Context: an optimization exercise on an open-source flow, tuned for small area, a short achievable clock period and few clock cycles per item. The choices shown serve that exercise and are no tape-out recipe.
Only simulation tests tie the RTL to the original design; equivalence was not proved.
No activity file was given, so power comes from the tool's default toggle rates.

### flow/config.mk
export PLATFORM = sky130hd
export DESIGN_NAME = axil_regfile_top
export DESIGN_NICKNAME = axil_regfile_top
export VERILOG_FILES = /design/flow/design.v
export SDC_FILE = /design/flow/constraint.sdc
export NUM_CORES = 4
export LEC_CHECK = 0
export CAP_MARGIN = 20
export CORE_MARGIN = 2
export CORE_UTILIZATION = 40
export SLEW_MARGIN = 20
### flow/constraint.sdc
create_clock -name core_clock -period 5.0 [get_ports {aclk}]
set_input_delay 1.0000 -clock core_clock [delete_from_list [all_inputs] [get_ports {aclk}]]
set_output_delay 1.0000 -clock core_clock [all_outputs]
set_load 0.01 [all_outputs]
### flow/design.v
`timescale 1ns/1ps
module axil_wr_router
(
    input  logic                                    aclk,
    input  logic                                    aresetn,
    input  logic [(32)-1:0]             awaddr,
    input  logic                                    awvalid,
    input  logic                                    wvalid,
    input  logic                                    resp_done,
    output logic [(4):0]                t_awvalid,
    output logic [(4):0]                t_wvalid
);
    localparam int TGT_BITS = $clog2((4) + 1);
    localparam logic [TGT_BITS-1:0] SINK_TARGET = TGT_BITS'((4));
    logic [TGT_BITS-1:0]        dec_target;
    logic [(4):0]   hit;
    logic                       locked;
    always_comb
    begin
        if (awaddr[(32)-1:8] == (24'h43c000))
            dec_target = TGT_BITS'(awaddr[7:6]);
        else
            dec_target = SINK_TARGET;
        for (int t = 0; t <= (4); t++)
            hit[t] = !locked && (dec_target == TGT_BITS'(t));
    end
    always_ff @(posedge aclk)
    begin
        if (!aresetn)
            locked <= 1'b0;
        else if (resp_done)
            locked <= 1'b0;
        else if (awvalid && wvalid && !locked)
            locked <= 1'b1;
    end
    assign t_awvalid = {((4)+1){awvalid}} & hit;
    assign t_wvalid  = {((4)+1){wvalid}} & hit;
endmodule
`timescale 1ns/1ps
module axil_reg_slot
(
    input  logic                                            aclk,
    input  logic                                            aresetn,
    input  logic [(32)-1:0]                     awaddr,
    input  logic                                            awvalid,
    output logic                                            awready,
    input  logic [(32)-1:0]                     wdata,
    input  logic [(32)/8-1:0]                   wstrb,
    input  logic                                            wvalid,
    output logic                                            wready,
    output logic [1:0]                                      bresp,
    output logic                                            bvalid,
    input  logic                                            bready,
    output logic [(4)*(32)-1:0] regs
);
    localparam int IDX_BITS  = $clog2((4));
    localparam int NUM_BYTES = (32) / 8;
    localparam logic [1:0] OKAY   = 2'b00;
    localparam logic [1:0] SLVERR = 2'b10;
    localparam logic [1:0] IDLE = 2'd0;
    localparam logic [1:0] RESP = 2'd1;
    localparam logic [1:0] HOLD = 2'd2;
    logic [1:0]             state;
    logic                   accept;
    logic                   idx_ok;
    logic [IDX_BITS-1:0]    widx;
    assign accept = (state == IDLE) && awvalid && wvalid;
    assign idx_ok = awaddr[5:2] < (4);
    assign widx   = awaddr[2 +: IDX_BITS];
    always_ff @(posedge aclk)
    begin
        if (!aresetn)
        begin
            state   <= IDLE;
            awready <= 1'b0;
            wready  <= 1'b0;
            bvalid  <= 1'b0;
            bresp   <= OKAY;
        end
        else
        begin
            case (state)
                IDLE:
                begin
                    if (accept)
                    begin
                        state   <= RESP;
                        awready <= 1'b1;
                        wready  <= 1'b1;
                        bresp   <= idx_ok ? OKAY : SLVERR;
                    end
                end
                RESP:
                begin
                    state   <= HOLD;
                    awready <= 1'b0;
                    wready  <= 1'b0;
                    bvalid  <= 1'b1;
                end
                HOLD:
                begin
                    if (bready)
                    begin
                        state  <= IDLE;
                        bvalid <= 1'b0;
                        bresp  <= OKAY;
                    end
                end
                default:
                    state <= IDLE;
            endcase
        end
    end
    always_ff @(posedge aclk)
    begin
        if (!aresetn)
            regs <= '0;
        else if (accept && idx_ok)
        begin
            for (int b = 0; b < NUM_BYTES; b++)
                if (wstrb[b])
                    regs[widx*(32) + b*8 +: 8] <= wdata[b*8 +: 8];
        end
    end
endmodule
`timescale 1ns/1ps
module axil_decerr_sink
(
    input  logic        aclk,
    input  logic        aresetn,
    input  logic        awvalid,
    output logic        awready,
    input  logic        wvalid,
    output logic        wready,
    output logic [1:0]  bresp,
    output logic        bvalid,
    input  logic        bready
);
    localparam logic [1:0] OKAY   = 2'b00;
    localparam logic [1:0] DECERR = 2'b11;
    localparam logic [1:0] IDLE = 2'd0;
    localparam logic [1:0] RESP = 2'd1;
    localparam logic [1:0] HOLD = 2'd2;
    logic [1:0] state;
    always_ff @(posedge aclk)
    begin
        if (!aresetn)
        begin
            state   <= IDLE;
            awready <= 1'b0;
            wready  <= 1'b0;
            bvalid  <= 1'b0;
            bresp   <= OKAY;
        end
        else
        begin
            case (state)
                IDLE:
                begin
                    if (awvalid && wvalid)
                    begin
                        state   <= RESP;
                        awready <= 1'b1;
                        wready  <= 1'b1;
                    end
                end
                RESP:
                begin
                    state   <= HOLD;
                    awready <= 1'b0;
                    wready  <= 1'b0;
                    bvalid  <= 1'b1;
                    bresp   <= DECERR;
                end
                HOLD:
                begin
                    if (bready)
                    begin
                        state  <= IDLE;
                        bvalid <= 1'b0;
                        bresp  <= OKAY;
                    end
                end
                default:
                    state <= IDLE;
            endcase
        end
    end
endmodule
`timescale 1ns/1ps
module axil_resp_slice
(
    input  logic                            aclk,
    input  logic                            aresetn,
    input  logic [(4):0]        t_awready,
    input  logic [(4):0]        t_wready,
    input  logic [(4):0]        t_bvalid,
    input  logic [2*((4)+1)-1:0] t_bresp,
    output logic [(4):0]        t_bready,
    output logic                            awready,
    output logic                            wready,
    output logic [1:0]                      bresp,
    output logic                            bvalid,
    input  logic                            bready,
    output logic                            resp_done
);
    localparam int NT = (4) + 1;
    localparam logic [1:0] OKAY = 2'b00;
    logic [1:0]     sel_resp;
    assign awready = |t_awready;
    assign wready  = |t_wready;
    assign t_bready = t_bvalid & {NT{!bvalid}};
    always_comb
    begin
        sel_resp = '0;
        for (int k = 0; k < NT; k++)
            if (t_bvalid[k])
                sel_resp = sel_resp | t_bresp[2*k +: 2];
    end
    always_ff @(posedge aclk)
    begin
        if (!aresetn)
        begin
            bvalid <= 1'b0;
            bresp  <= OKAY;
        end
        else if (!bvalid && |t_bvalid)
        begin
            bvalid <= 1'b1;
            bresp  <= sel_resp;
        end
        else if (bvalid && bready)
        begin
            bvalid <= 1'b0;
            bresp  <= OKAY;
        end
    end
    assign resp_done = bvalid && bready;
endmodule
`timescale 1ns/1ps
module axil_regfile_top
(
    input  logic                            aclk,
    input  logic                            aresetn,
    input  logic [(32)-1:0]     awaddr,
    input  logic                            awvalid,
    output logic                            awready,
    input  logic [(32)-1:0]     wdata,
    input  logic [(32)/8-1:0]   wstrb,
    input  logic                            wvalid,
    output logic                            wready,
    output logic [1:0]                      bresp,
    output logic                            bvalid,
    input  logic                            bready,
    output logic [(4)*(4)*(32)-1:0] ctrl_regs
);
    localparam int NT        = (4) + 1;
    localparam int SLOT_BITS = (4) * (32);
    logic             resp_done;
    logic [NT-1:0]    t_awvalid;
    logic [NT-1:0]    t_wvalid;
    logic [NT-1:0]    t_awready;
    logic [NT-1:0]    t_wready;
    logic [NT-1:0]    t_bvalid;
    logic [NT-1:0]    t_bready;
    logic [2*NT-1:0]  t_bresp;
    axil_wr_router u_router
    (
        .aclk       (aclk),
        .aresetn    (aresetn),
        .awaddr     (awaddr),
        .awvalid    (awvalid),
        .wvalid     (wvalid),
        .resp_done  (resp_done),
        .t_awvalid  (t_awvalid),
        .t_wvalid   (t_wvalid)
    );
    genvar g;
    generate
        for (g = 0; g < (4); g++)
        begin : g_slot
            axil_reg_slot u_slot
            (
                .aclk    (aclk),
                .aresetn (aresetn),
                .awaddr  (awaddr),
                .awvalid (t_awvalid[g]),
                .awready (t_awready[g]),
                .wdata   (wdata),
                .wstrb   (wstrb),
                .wvalid  (t_wvalid[g]),
                .wready  (t_wready[g]),
                .bresp   (t_bresp[2*g +: 2]),
                .bvalid  (t_bvalid[g]),
                .bready  (t_bready[g]),
                .regs    (ctrl_regs[g*SLOT_BITS +: SLOT_BITS])
            );
        end
    endgenerate
    axil_decerr_sink u_sink
    (
        .aclk    (aclk),
        .aresetn (aresetn),
        .awvalid (t_awvalid[NT-1]),
        .awready (t_awready[NT-1]),
        .wvalid  (t_wvalid[NT-1]),
        .wready  (t_wready[NT-1]),
        .bresp   (t_bresp[2*(NT-1) +: 2]),
        .bvalid  (t_bvalid[NT-1]),
        .bready  (t_bready[NT-1])
    );
    axil_resp_slice u_slice
    (
        .aclk       (aclk),
        .aresetn    (aresetn),
        .t_awready  (t_awready),
        .t_wready   (t_wready),
        .t_bvalid   (t_bvalid),
        .t_bresp    (t_bresp),
        .t_bready   (t_bready),
        .awready    (awready),
        .wready     (wready),
        .bresp      (bresp),
        .bvalid     (bvalid),
        .bready     (bready),
        .resp_done  (resp_done)
    );
endmodule
### flow/run.sh
#!/bin/bash
# synth_recipe.tcl (not shown) runs the flow's synth.tcl, then flattens the netlist and writes it again
# the make line also repeats each setting of config.mk as NAME=value (left out here)
make -C /OpenROAD-flow-scripts/flow DESIGN_CONFIG=/design/flow/config.mk WORK_HOME=/design/flow/orfs CLKGATE_MAP_FILE= SYNTH_SCRIPT=/design/flow/synth_recipe.tcl finish
==> impl_metrics.toml <==
[cells_and_area]
layout-drive-gt1-share = 0.0573
syn2layout_area_growth_pct = 43.1
seqCellArea_sq_um = 10800
multiInputGateArea_sq_um = 6990
mostFrequentLayoutCells = "nand2_1 (656), clkdlybuf4s50_1 (586), dfxtp_1 (540), o22ai_1 (512), clkbuf_16 (55)"
fin_util = 0.581
final_common_cell = "nand2_1"
layoutNonFillerInstCount = 3219
fin_area_sq_um = 26300
nets = 2653
num-fill-cells = 4145

[critical_path]
critPathCaptureType = "register"
start_kind = "input pin"
timing.rr.end = "g_slot[1].u_slot.regs[48]$_SDFFE_PN0P_"
critical_path_class = "input pin to register"
arrival_ps = 4100
worst-path-max-fanout = 17
rr_worst_depth = 4
worstPathRequired_ps = 5460
reg2reg_setup_slack_ps = 2140
r2r_start = "g_slot[1].u_slot.state[1]$_SDFFE_PN0P_"

[global_routing]
grt_use_met2 = 0.546
grt_pass1_wl_mm = 118
met1_usage = 0.410
first_global_vias = 17500
grt_max_degree = 204
overflow = 0
busiest_layer = "met2"
antenna_found_initial = 3
track_usage = 0.330
grt.met3_usage = 0.0868

[drt]
dr.first_iter.drc_count = 1445
drtPass1Iterations = 7
via_count = 18400
route.detailed.drc = 0
ant_nets = 0
avgRoutedWirePerCell_um = 25.5
drt-total-wl_mm = 81.9
viasPerCell = 5.71

[power_and_ir_drop]
leakage_nw = 8.47
pwr_density_cell_nw_per_um2 = 324
ir_drop_v = 0.000259
power.total_mw = 8.55

[placement]
gp_congestion = 0.876
placedCellCount = 3120
hpwl_mm = 57.7
place.port_buffers = 587
placed_cell_area_sq_um = 24600
pre_cts_ws_ps = 803

[clock_network]
clock_sinks = 540
cts_buffers = 54
clk_latency_ps = 620
holdBufCountCts = 0
cts.clk_slew.worst_paths_ps = 60
root_buffer = "clkbuf_16"
cts_tree = "yes"
cts_max_path_buffers = 3
cts_resized = 0
postCtsSetupBuffers = 0
htreeDepth = 2

[worst_hold_path]
hold_path.class = "register to register"
hold_end = "u_sink.state[0]$_SDFFE_PN0P_"
hp-start = "u_sink.state[0]$_SDFFE_PN0P_"
whs_path_depth = 1

[floorplanning]
io_pins = 590
die_x_um = 219
rows = 78
start_util = 0.406
core_area_sq_um = 45400
die-height_um = 219
die_area_sq_um = 47800

[timing]
max_freq_mhz = 274
final_max_slew_viol_count = 0
finClkSkew_ps = 18.8
finalHoldViolCount = 0
setup_viol = 0
worstMarginPinSlew_ps = 1050
min_period_over_period = 0.730
whs_ps = 435
layout_min_cycle_time_ps = 3650
maxSlewHeadroom = 0.303
final.setup.tns_ps = 0
setup_ws_ps = 1350
grt_setup_unrepaired = "false"

[synthesis]
synth_seq_area_share = 0.587
yosysTopAreaCell = "dfxtp_1"
syn_area_sq_um = 18400
synth-main-ff-cell = "dfxtp_1"
syn_avg_cell_area_sq_um = 8.91
synth_nets = 2143
async_reset_ff_frac = 0
synth_top_area_share = 0.587
synth_cell_types = 44
synth-edff-count = 0
ys_top_cells_by_area = "dfxtp_1 (59%), o22ai_1 (17%), nand2_1 (13%), clkbuf_1 (2.2%), nor2_4 (1.1%)"
synth-seq-cells = 540
yosys_warnings = 4
synthCells = 2066

[run_status]
status = "timing/DRC/antenna clean"

[job]
max_cap_violations = 0
## cell usage after synthesis, drive strengths merged, types with 2 or more instances
cell,count
nand2,657
dfxtp,540
o22ai,512
clkbuf,109
nor2,82
buf,38
nand3,18
a21oi,16
and3,14
inv,11
o21ai,7
nand2b,6
or4,6
nand4,5
nor4,5
and4b,4
ha,4
o21a,4
nor3,3
a211oi,2
a21o,2
nor4b,2
o211ai,2
o311ai,2
or4b,2
## where the power goes
| group | total, mW | switching, mW | internal [mW] | leakage (nW) |
|---|---|---|---|---|
| clock network | 3.99 | 1.73 | 2.26 | 0.855 |
| logic | 0.249 | 0.178 | 0.0707 | 3.27 |
| registers | 4.31 | 0.00346 | 4.30 | 4.35 |
## state kept, by name (all words and copies together), names as in the netlist
name                   cells
g_slot.u_slot.awready      3
g_slot.u_slot.bresp        4
g_slot.u_slot.bvalid       4
g_slot.u_slot.regs       512
g_slot.u_slot.state        8
g_slot.u_slot.wready       1
u_router.locked            1
u_sink.awready             1
u_sink.bresp               1
u_sink.state               2
u_slice.bresp              2
u_slice.bvalid             1
## logic make-up after synthesis
logic type / count (synthesis) / share of synthesized area
mux: 1 / 0.000544
simple gates: 810 / 0.187
compound gates: 552 / 0.188
buf+inv: 159 / 0.0348
flops: 540 / 0.587
fa+ha+maj: 4 / 0.00272
## worst max-delay path, stage by stage
cell and delay (ps):
clkdlybuf4s50_1 410, nor4b_2 320, nand4_1 340, or4_2 1250
nor2_2 580, o22ai_1 170
## worst max path at each step
| stage | from | endpoint | slack, ps |
|---|---|---|---|
| 2_1_floorplan | awaddr[27] | g_slot[1].u_slot.regs[127]$_SDFFE_PN0P_ | 2250 |
| 3_3_place_gp | awaddr[21] | g_slot[1].u_slot.regs[49]$_SDFFE_PN0P_ | 880 |
| 3_5_place_dp | awaddr[27] | g_slot[1].u_slot.regs[48]$_SDFFE_PN0P_ | 800 |
| 4_1_cts | awaddr[27] | g_slot[1].u_slot.regs[5]$_SDFFE_PN0P_ | 1430 |
| 5_1_grt | awaddr[27] | g_slot[1].u_slot.regs[45]$_SDFFE_PN0P_ | 1280 |
| 6_report | awaddr[27] | g_slot[1].u_slot.regs[48]$_SDFFE_PN0P_ | 1350 |
## per-layer routing
metal / routed length (um) / share of wire / up-vias
met5: 0 / 0 / -
met1: 32300 / 0.39 / 8973
met2: 39200 / 0.48 / 887
li1: - / - / 8379
met3: 7340 / 0.090 / 135
met4: 3050 / 0.037 / 0
## area by class of cell
class | instances | area share
Sequential cell | 540 | 0.410
Multi-Input combinational cell | 1367 | 0.265
Timing Repair Buffer | 601 | 0.229
Clock buffer | 83 | 0.0612
Tap cell | 600 | 0.0285
Clock inverter | 14 | 0.00389
Inverter | 12 | 0.00171
Antenna cell | 2 | 0.000190
Testbench counts, summed over its fixed seeds: cycles 12,800, items 3,200.

## separate check: timing with driven ports
Ports are ideal in the flow. The routed layout listed here was re-timed in OpenROAD. Step 1 assumes that a clkbuf_16 drives the clock port and a buf_2 every other input. Step 2 adds t to the input delays and takes it off the output delays; t is the mean of the earliest and latest rising clock arrival at the registers after step 1. Input paths then give back, and output paths get back, about the clock's delay inside the block. Slacks: ideal ports / drivers / drivers and shift; pairs: ideal ports / drivers.
t (ns): 0.662
slack for setup (ns): 1.352 / 1.385 / 0.723
worst setup path after step 2: input to register
After both steps setup and hold are still met in this run. For this run, drivers alone change the setup slack by +0.033 ns; drivers and shift together by -0.629 ns.
